Source: an optimization exercise on an open RTL-to-GDS flow (aim: small area and a short achievable clock period). Production flows keep margins and buffers that such runs may drop. In this exercise RTL edits were held to simulation tests only and were not proved equivalent to the original. No activity file was given, so power comes from the tool's default toggle rates.

Design wavegen_top, start of the top module:
module wavegen_top (
    input  logic                    clk,
    input  logic                    reset,
    input  logic                    wb_cyc,
    input  logic                    wb_stb,
    input  logic                    wb_we,
    input  logic [5-1:0] wb_adr,
    input  logic [32-1:0] wb_dat_w,
    output logic [32-1:0] wb_dat_r,
    output logic                    wb_ack,
    output logic [8-1:0]  dac_x,
    output logic [8-1:0]  dac_y
);
    logic                      run;
    logic [18:0]               x_instr, y_instr;
    logic [8-1:0] x_sel, y_sel;
    program_regs prog_regs (
        .clk         (clk),
        .reset       (reset),
        .wb_cyc      (wb_cyc),
        .wb_stb      (wb_stb),
        .wb_we       (wb_we),
        .wb_adr      (wb_adr),
        .wb_dat_w    (wb_dat_w),
        .wb_dat_r    (wb_dat_r),
        .wb_ack      (wb_ack),
        .run         (run),
        .x_instr     (x_instr),
  ...
Size in the first run: roughly 1500 cells after synthesis, roughly 420 flip-flops, roughly 91 I/O pins.
make LEC_CHECK=0 CAP_MARGIN=20 CORE_MARGIN=2 CORE_UTILIZATION=55 CTS_CLUSTER_DIAMETER=250 CTS_CLUSTER_SIZE=25 SETUP_SLACK_MARGIN=4.4 SLEW_MARGIN=20 TNS_END_PERCENT=0 finish   # period 7.0 ns
run.sh (not shown) runs the stock make flow with config.mk's settings and CLKGATE_MAP_FILE= SYNTH_SCRIPT=/design/flow/synth_recipe.tcl, a recipe that flattens the netlist after the stock synthesis.
Edit:
--- a/flow/config.mk
+++ b/flow/config.mk
@@ -12,3 +12,3 @@
 export CTS_CLUSTER_SIZE = 25
-export SETUP_SLACK_MARGIN = 4.4
+export SETUP_SLACK_MARGIN = 4.6
 export SLEW_MARGIN = 20
Effect:
- flip-flop and latch count does not change
- synthesized area does not change
- wire length grows by 3.9%
- cell count grows by 4.2%
- clock-buffer cell count stays the same
- cell area grows by 4.8%
- total power grows by 0.94%
- sequential power hardly moves
- setup slack gets better by 220 ps
- non-clock buffer count grows by 88
Edit:
==> flow/flow/run.sh (new file) <==
#!/bin/bash
# The standard layout (standard.sh), with the port buffers that ORFS's
# buffer_ports inserts made plain sky130_fd_sc_hd__buf_4 cells instead of the
# buffer it picks by default (a delay cell). Every port still gets its buffer.
set -euo pipefail
export BUFFER_PORTS_ARGS="-buffer_cell sky130_fd_sc_hd__buf_4"
bash standard.sh synth > synth.log 2>&1
bash standard.sh > layout.log 2>&1
==> flow/standard.sh (new file) <==
#!/bin/bash
# synth_recipe.tcl (not shown) runs the flow's synth.tcl, then flattens the netlist and writes it again
# the make line also repeats each setting of config.mk as NAME=value (left out here)
make -C /OpenROAD-flow-scripts/flow DESIGN_CONFIG=/design/flow/config.mk WORK_HOME=/design/flow/orfs CLKGATE_MAP_FILE= SYNTH_SCRIPT=/design/flow/synth_recipe.tcl "${@:-finish}"
--- a/flow/config.mk
+++ b/flow/config.mk
@@ -9,3 +9,3 @@
 export CORE_MARGIN = 2
-export CORE_UTILIZATION = 55
+export CORE_UTILIZATION = 60
 export CTS_CLUSTER_DIAMETER = 250
removed: flow/run.sh
What happened:
- The new run finished with timing, DRC and antenna clean
- setup slack got worse by 58 ps
- critical path depth went up by 4
- via count went down by 2.6%
- fmax went down by 2.2%
- worst hold slack improved by 42 ps
- wire length went down by 4.3%
- clock power barely changes
- cell count went down by 6.2%
- non-clock buffer count went down by 81
- die area went down by 8.2%
- first-iteration DRC count went down by 3.7%
Edit:
--- a/flow/config.mk
+++ b/flow/config.mk
@@ -9,5 +9,6 @@
 export CORE_MARGIN = 2
-export CORE_UTILIZATION = 60
+export CORE_UTILIZATION = 55
 export CTS_CLUSTER_DIAMETER = 250
 export CTS_CLUSTER_SIZE = 25
+export GPL_ROUTABILITY_DRIVEN = 0
 export SETUP_SLACK_MARGIN = 4.6
Effect:
- worst hold slack degrades by 14 ps
- fmax goes up by a few percent
- total power increases slightly
- clock-buffer cell count grows by 1
Edit:
--- a/flow/config.mk
+++ b/flow/config.mk
@@ -12,4 +12,3 @@
 export CTS_CLUSTER_SIZE = 25
-export GPL_ROUTABILITY_DRIVEN = 0
-export SETUP_SLACK_MARGIN = 4.6
+export SETUP_SLACK_MARGIN = 4.75
 export SLEW_MARGIN = 20
Total power stays flat.
Sequential power barely changes.
Routed wire length came out higher by 1.5%.
Worst setup slack is better by 15 ps.
Clock-buffer cell count does not change.
Sequential cell count stays the same.
Global-route usage stays flat.
Synthesized cell count does not change.
Maximum frequency increases by about 0.6%.
Via count came out higher by 1.1%.

---

The RTL this note starts from:
==> flow/design.v <==
package wavegen_pkg;
    typedef enum logic [2:0] {
        NOP    = 3'd0,   
        LINE   = 3'd1,   
        INCR   = 3'd2,
        DECR   = 3'd3,
        JUMP   = 3'd4,   
        X_RECT = 3'd5,   
        Y_RECT = 3'd6    
    } opcode_e;
    typedef struct packed {
        opcode_e                op;
        logic [8-1:0] a;
        logic [8-1:0] b;
    } instr_t;
    typedef enum logic [2:0] {
        FETCH,
        P0,
        P1,
        P2,
        P3
    } phase_e;
    typedef enum logic [1:0] {
        HOLD,
        UP,
        DOWN
    } step_e;
endpackage
module program_regs
(
    input  logic                    clk,
    input  logic                    reset,
    input  logic                    wb_cyc,
    input  logic                    wb_stb,
    input  logic                    wb_we,
    input  logic [5-1:0] wb_adr,
    input  logic [32-1:0] wb_dat_w,
    output logic [32-1:0] wb_dat_r,
    output logic                    wb_ack,
    output logic                    run,
    output logic [18:0]             x_instr,
    input  logic [8-1:0] x_sel,
    output logic [18:0]             y_instr,
    input  logic [8-1:0] y_sel
);
    localparam int INSTR_W = 3 + 2 * 8;   
    localparam int DEPTH   = 8;
    logic [INSTR_W-1:0] x_mem [0:DEPTH-1];
    logic [INSTR_W-1:0] y_mem [0:DEPTH-1];
    logic               accept;
    logic               wr;
    logic               ctrl_hit;
    logic [DEPTH-1:0]   idx_hit;     
    logic [DEPTH-1:0]   x_hit, y_hit;
    logic [INSTR_W-1:0] wdata;
    logic [INSTR_W-1:0] rd_data;
    assign accept   = wb_cyc && wb_stb && !wb_ack;
    assign wr       = accept && wb_we;
    assign ctrl_hit = (wb_adr == 5'd0);
    always_comb begin
        for (int i = 0; i < DEPTH; i++) begin
            idx_hit[i] = (wb_adr[3-1:0] == i);
            x_hit[i]   = idx_hit[i] && wb_adr[4] && !wb_adr[3];
            y_hit[i]   = idx_hit[i] && wb_adr[4] &&  wb_adr[3];
        end
    end
    assign wdata = reset ? '0 : wb_dat_w[INSTR_W-1:0];
    always_ff @(posedge clk) begin
        for (int i = 0; i < DEPTH; i++) begin
            if (reset || (wr && x_hit[i])) begin
                x_mem[i] <= wdata;
            end
            if (reset || (wr && y_hit[i])) begin
                y_mem[i] <= wdata;
            end
        end
    end
    always_ff @(posedge clk) begin
        if (reset) begin
            run <= 1'b0;
        end else if (wr && ctrl_hit) begin
            run <= wb_dat_w[0];
        end
    end
    always_ff @(posedge clk) begin
        if (reset) begin
            wb_ack <= 1'b0;
        end else begin
            wb_ack <= accept;
        end
    end
    always_comb begin
        rd_data = '0;
        for (int i = 0; i < DEPTH; i++) begin
            rd_data = rd_data | ({INSTR_W{x_hit[i]}} & x_mem[i])
                              | ({INSTR_W{y_hit[i]}} & y_mem[i]);
        end
        rd_data[0] = rd_data[0] | (ctrl_hit & run);
    end
    always_ff @(posedge clk) begin
        wb_dat_r[INSTR_W-1:0] <= rd_data;
    end
    assign wb_dat_r[32-1:INSTR_W] = '0;
    always_comb begin
        x_instr = '0;
        y_instr = '0;
        for (int i = 0; i < DEPTH; i++) begin
            x_instr = x_instr | ({INSTR_W{x_sel[i]}} & x_mem[i]);
            y_instr = y_instr | ({INSTR_W{y_sel[i]}} & y_mem[i]);
        end
    end
endmodule
module wave_sequencer
(
    input  logic                   clk,
    input  logic                   reset,
    input  logic                   run,
    input  logic [18:0]            instr,        
    output logic [8-1:0] fetch_sel,  
    output logic [8-1:0] level
);
    logic                   fetch;
    logic [8-1:0] sel;
    logic                   ramp;
    logic                   up, dn;
    logic                   isrect, isy;
    logic [1:0]             ph;
    logic [7:0]             rem;
    logic [7:0]             ra, rb;
    logic [2:0] op;
    logic [7:0] ia, ib;
    assign op = instr[18:16];
    assign ia = instr[15:8];
    assign ib = instr[7:0];
    assign fetch_sel = sel;
    logic [7:0] lvl_inc, lvl_dec;
    assign lvl_inc = level + 8'd1;
    assign lvl_dec = level - 8'd1;
    logic f;
    assign f = fetch || (ramp && level == rb);
    logic       n_fetch;
    logic       n_ramp;
    logic       n_up, n_dn;
    logic [1:0] n_ph;
    logic [7:0] n_rem;
    logic [7:0] n_level;
    logic       ia_z, ia_le1, ib_z;
    logic [7:0] ib_max1;
    assign ia_z    = (ia == 8'd0);
    assign ia_le1  = (ia[7:1] == 7'd0);
    assign ib_z    = (ib == 8'd0);
    assign ib_max1 = {ib[7:1], ib[0] | ib_z};
    logic       last;
    logic [1:0] nph;
    logic [7:0] nlen;
    logic       nlen_z;
    assign last   = (rem[7:2] == 6'd0) && (rem[1:0] == ((ph == 2'd0) ? 2'd2 : 2'd1));
    assign nph    = ph + 2'd1;
    assign nlen   = nph[0] ? rb : ra;
    assign nlen_z = (nlen == 8'd0);
    always_comb begin
        n_fetch = 1'b0;
        n_ramp  = 1'b0;
        n_up    = up;
        n_dn    = dn;
        n_ph    = ph;
        n_rem   = rem - 8'd1;
        n_level = level;
        if (f) begin
            n_up  = 1'b0;
            n_dn  = 1'b0;
            n_ph  = 2'd0;
            n_rem = ia;
            case (op)
                3'd4: begin                          
                    n_level = ia;
                    n_fetch = 1'b1;
                end
                3'd1: begin                          
                    n_level = ia;
                    n_ramp  = 1'b1;
                end
                3'd2: begin                          
                    if (!ia_z) n_level = lvl_inc;
                    n_fetch = ia_le1;
                    n_up    = 1'b1;
                end
                3'd3: begin                          
                    if (!ia_z) n_level = lvl_dec;
                    n_fetch = ia_le1;
                    n_dn    = 1'b1;
                end
                3'd5: begin                          
                    if (!ia_z) n_level = lvl_inc;
                    if (ia_le1) begin
                        n_ph  = 2'd1;                
                        n_rem = ib_max1;
                    end else begin
                        n_up  = 1'b1;
                    end
                end
                3'd6: begin                          
                    if (ia_le1) begin
                        n_ph  = 2'd1;                
                        n_rem = ib_max1;
                        n_up  = !ib_z;
                    end
                end
                default: n_fetch = 1'b1;             
            endcase
        end else if (ramp) begin
            n_ramp  = 1'b1;
            n_level = (rb > level) ? lvl_inc : lvl_dec;
        end else begin
            if (up) n_level = lvl_inc;
            if (dn) n_level = lvl_dec;
            if (last) begin
                if (!isrect || ph == 2'd3) begin
                    n_fetch = 1'b1;
                end else begin
                    n_ph  = nph;
                    n_rem = {nlen[7:1], nlen[0] | nlen_z};
                    n_up  = !nlen_z && isy && (nph == 2'd1);
                    n_dn  = !nlen_z && (isy ? (nph == 2'd3) : (nph == 2'd2));
                end
            end
        end
    end
    always_ff @(posedge clk) begin
        if (reset || !run) begin
            fetch <= 1'b1;
            sel   <= {{(8-1){1'b0}}, 1'b1};
            level <= '0;
        end else begin
            fetch <= n_fetch;
            level <= n_level;
            if (f) sel <= {sel[8-2:0], sel[8-1]};
        end
    end
    always_ff @(posedge clk) begin
        ramp <= n_ramp;
        up   <= n_up;
        dn   <= n_dn;
        ph   <= n_ph;
        rem  <= n_rem;
        if (f) begin
            ra     <= ia;
            rb     <= ib;
            isrect <= (op == 3'd5) || (op == 3'd6);
            isy    <= (op == 3'd6);
        end
    end
endmodule
module wavegen_top (
    input  logic                    clk,
    input  logic                    reset,
    input  logic                    wb_cyc,
    input  logic                    wb_stb,
    input  logic                    wb_we,
    input  logic [5-1:0] wb_adr,
    input  logic [32-1:0] wb_dat_w,
    output logic [32-1:0] wb_dat_r,
    output logic                    wb_ack,
    output logic [8-1:0]  dac_x,
    output logic [8-1:0]  dac_y
);
    logic                      run;
    logic [18:0]               x_instr, y_instr;
    logic [8-1:0] x_sel, y_sel;
    program_regs prog_regs (
        .clk         (clk),
        .reset       (reset),
        .wb_cyc      (wb_cyc),
        .wb_stb      (wb_stb),
        .wb_we       (wb_we),
        .wb_adr      (wb_adr),
        .wb_dat_w    (wb_dat_w),
        .wb_dat_r    (wb_dat_r),
        .wb_ack      (wb_ack),
        .run         (run),
        .x_instr     (x_instr),
        .x_sel       (x_sel),
        .y_instr     (y_instr),
        .y_sel       (y_sel)
    );
    wave_sequencer x_seq (
        .clk       (clk),
        .reset     (reset),
        .run       (run),
        .instr     (x_instr),
        .fetch_sel (x_sel),
        .level     (dac_x)
    );
    wave_sequencer y_seq (
        .clk       (clk),
        .reset     (reset),
        .run       (run),
        .instr     (y_instr),
        .fetch_sel (y_sel),
        .level     (dac_y)
    );
endmodule
clock: 7.0 ns
lec_check: 0
cap_margin: 20
core_margin: 2
core_utilization: 55
cts_cluster_diameter: 250
cts_cluster_size: 25
setup_slack_margin: 5.0
slew_margin: 20
tns_end_percent: 0
Stock flow here: none of the scripts above is used.
The baseline ran to the end with no violations.
Then changed:
Settings changed: CTS_CLUSTER_DIAMETER 250 to not set, CTS_CLUSTER_SIZE 25 to not set, SETUP_SLACK_MARGIN 5.0 to 4.6, TNS_END_PERCENT 0 to not set.
=> Register-to-register slack got worse by 60 ps; routed wire length rose by 6.0%; utilization rises by 6.3 points; area after synthesis does not change; setup slack barely changes; clock skew drops by 16 ps; sequential power hardly moves; die area stays the same; sequential share of layout area fell by 4.3 points; clock-buffer cell count came out higher by 21.
Then changed:
Settings changed: CTS_BUF_LIST set to sky130_fd_sc_hd__clkbuf_8, CTS_CLUSTER_SIZE set to 20.
After rerunning:
- setup slack degrades by 9.4 ps
- clock skew is higher by 5.0 ps
- non-clock buffer count is lower by 11
- wire length is lower by 0.78%
- power is lower by 3.2%
- design area is lower by 0.43%
Then changed:
Settings changed: CORE_UTILIZATION 55 to 65, CTS_BUF_LIST sky130_fd_sc_hd__clkbuf_8 to not set, CTS_CLUSTER_DIAMETER set to 250, CTS_CLUSTER_SIZE 20 to 25, TNS_END_PERCENT set to 0.
First-iteration DRC count grows by a quarter to a third.
Non-clock buffer count shrinks by 118.
Power shrinks by about a fifth.
Setup slack got worse by 86 ps.
Wire length shrinks by roughly a tenth.
Design area shrinks by roughly a tenth.
Clock power shrinks by a quarter to a third.
Then changed:
Settings changed: CORE_UTILIZATION 65 to 55, SETUP_SLACK_MARGIN 4.6 to 4.4, TNS_END_PERCENT 0 to not set.
Outcome: The changed run completed without violations; flip-flop and latch count stays the same; clock power stays flat; register-to-register slack improves by 70 ps; core utilization shrinks by 9.8 points; clock skew shrinks by 3.2 ps.

port drivers added, routing unchanged:
The results above use ideal ports. As a check the final layouts listed here were re-extracted and re-timed, cells and wires unchanged. Step 1, drivers: a clkbuf_16 drives clk and a buf_2 each remaining input, both assumed. Step 2 times the ports against the registers' clock, not the clock port: input delays grow and output delays shrink by t, the midpoint of the rising clock arrivals with the driver on. Three values: ideal ports, drivers, drivers and shift; two values: the first two.
| run | t (ns) | setup slack, ns | pins driven straight from the clock port |
|---|---|---|---|
| the first run of note 1 | 0.603 | 4.142 / 4.105 / 3.571 | 1 |
| the second run of note 1 | 0.609 | 4.363 / 4.388 / 3.780 | 1 |
| the third run of note 1 | 0.603 | 4.304 / 4.331 / 3.728 | 1 |
| the fourth run of note 1 | 0.609 | 4.424 / 4.428 / 3.836 | 1 |
| the fifth run of note 1 | 0.617 | 4.440 / 4.440 / 3.862 | 1 |
| the first run of note 2 | 0.612 | 4.405 / 4.358 / 3.830 | 1 |
| the second run of note 2 | 0.622 | 4.404 / 4.403 / 3.838 | 1 |
| the third run of note 2 | 0.671 | 4.395 / 4.375 / 3.802 | 1 |
| the fourth run of note 2 | 0.611 | 4.309 / 4.259 / 3.729 | 1 |
| the fifth run of note 2 | 0.603 | 4.340 / 4.361 / 3.765 | 1 |
After both steps setup and hold are still met in every run listed. For the third run of note 2, which loses most, drivers alone change the setup slack by -0.020 ns; drivers and shift together by -0.593 ns.
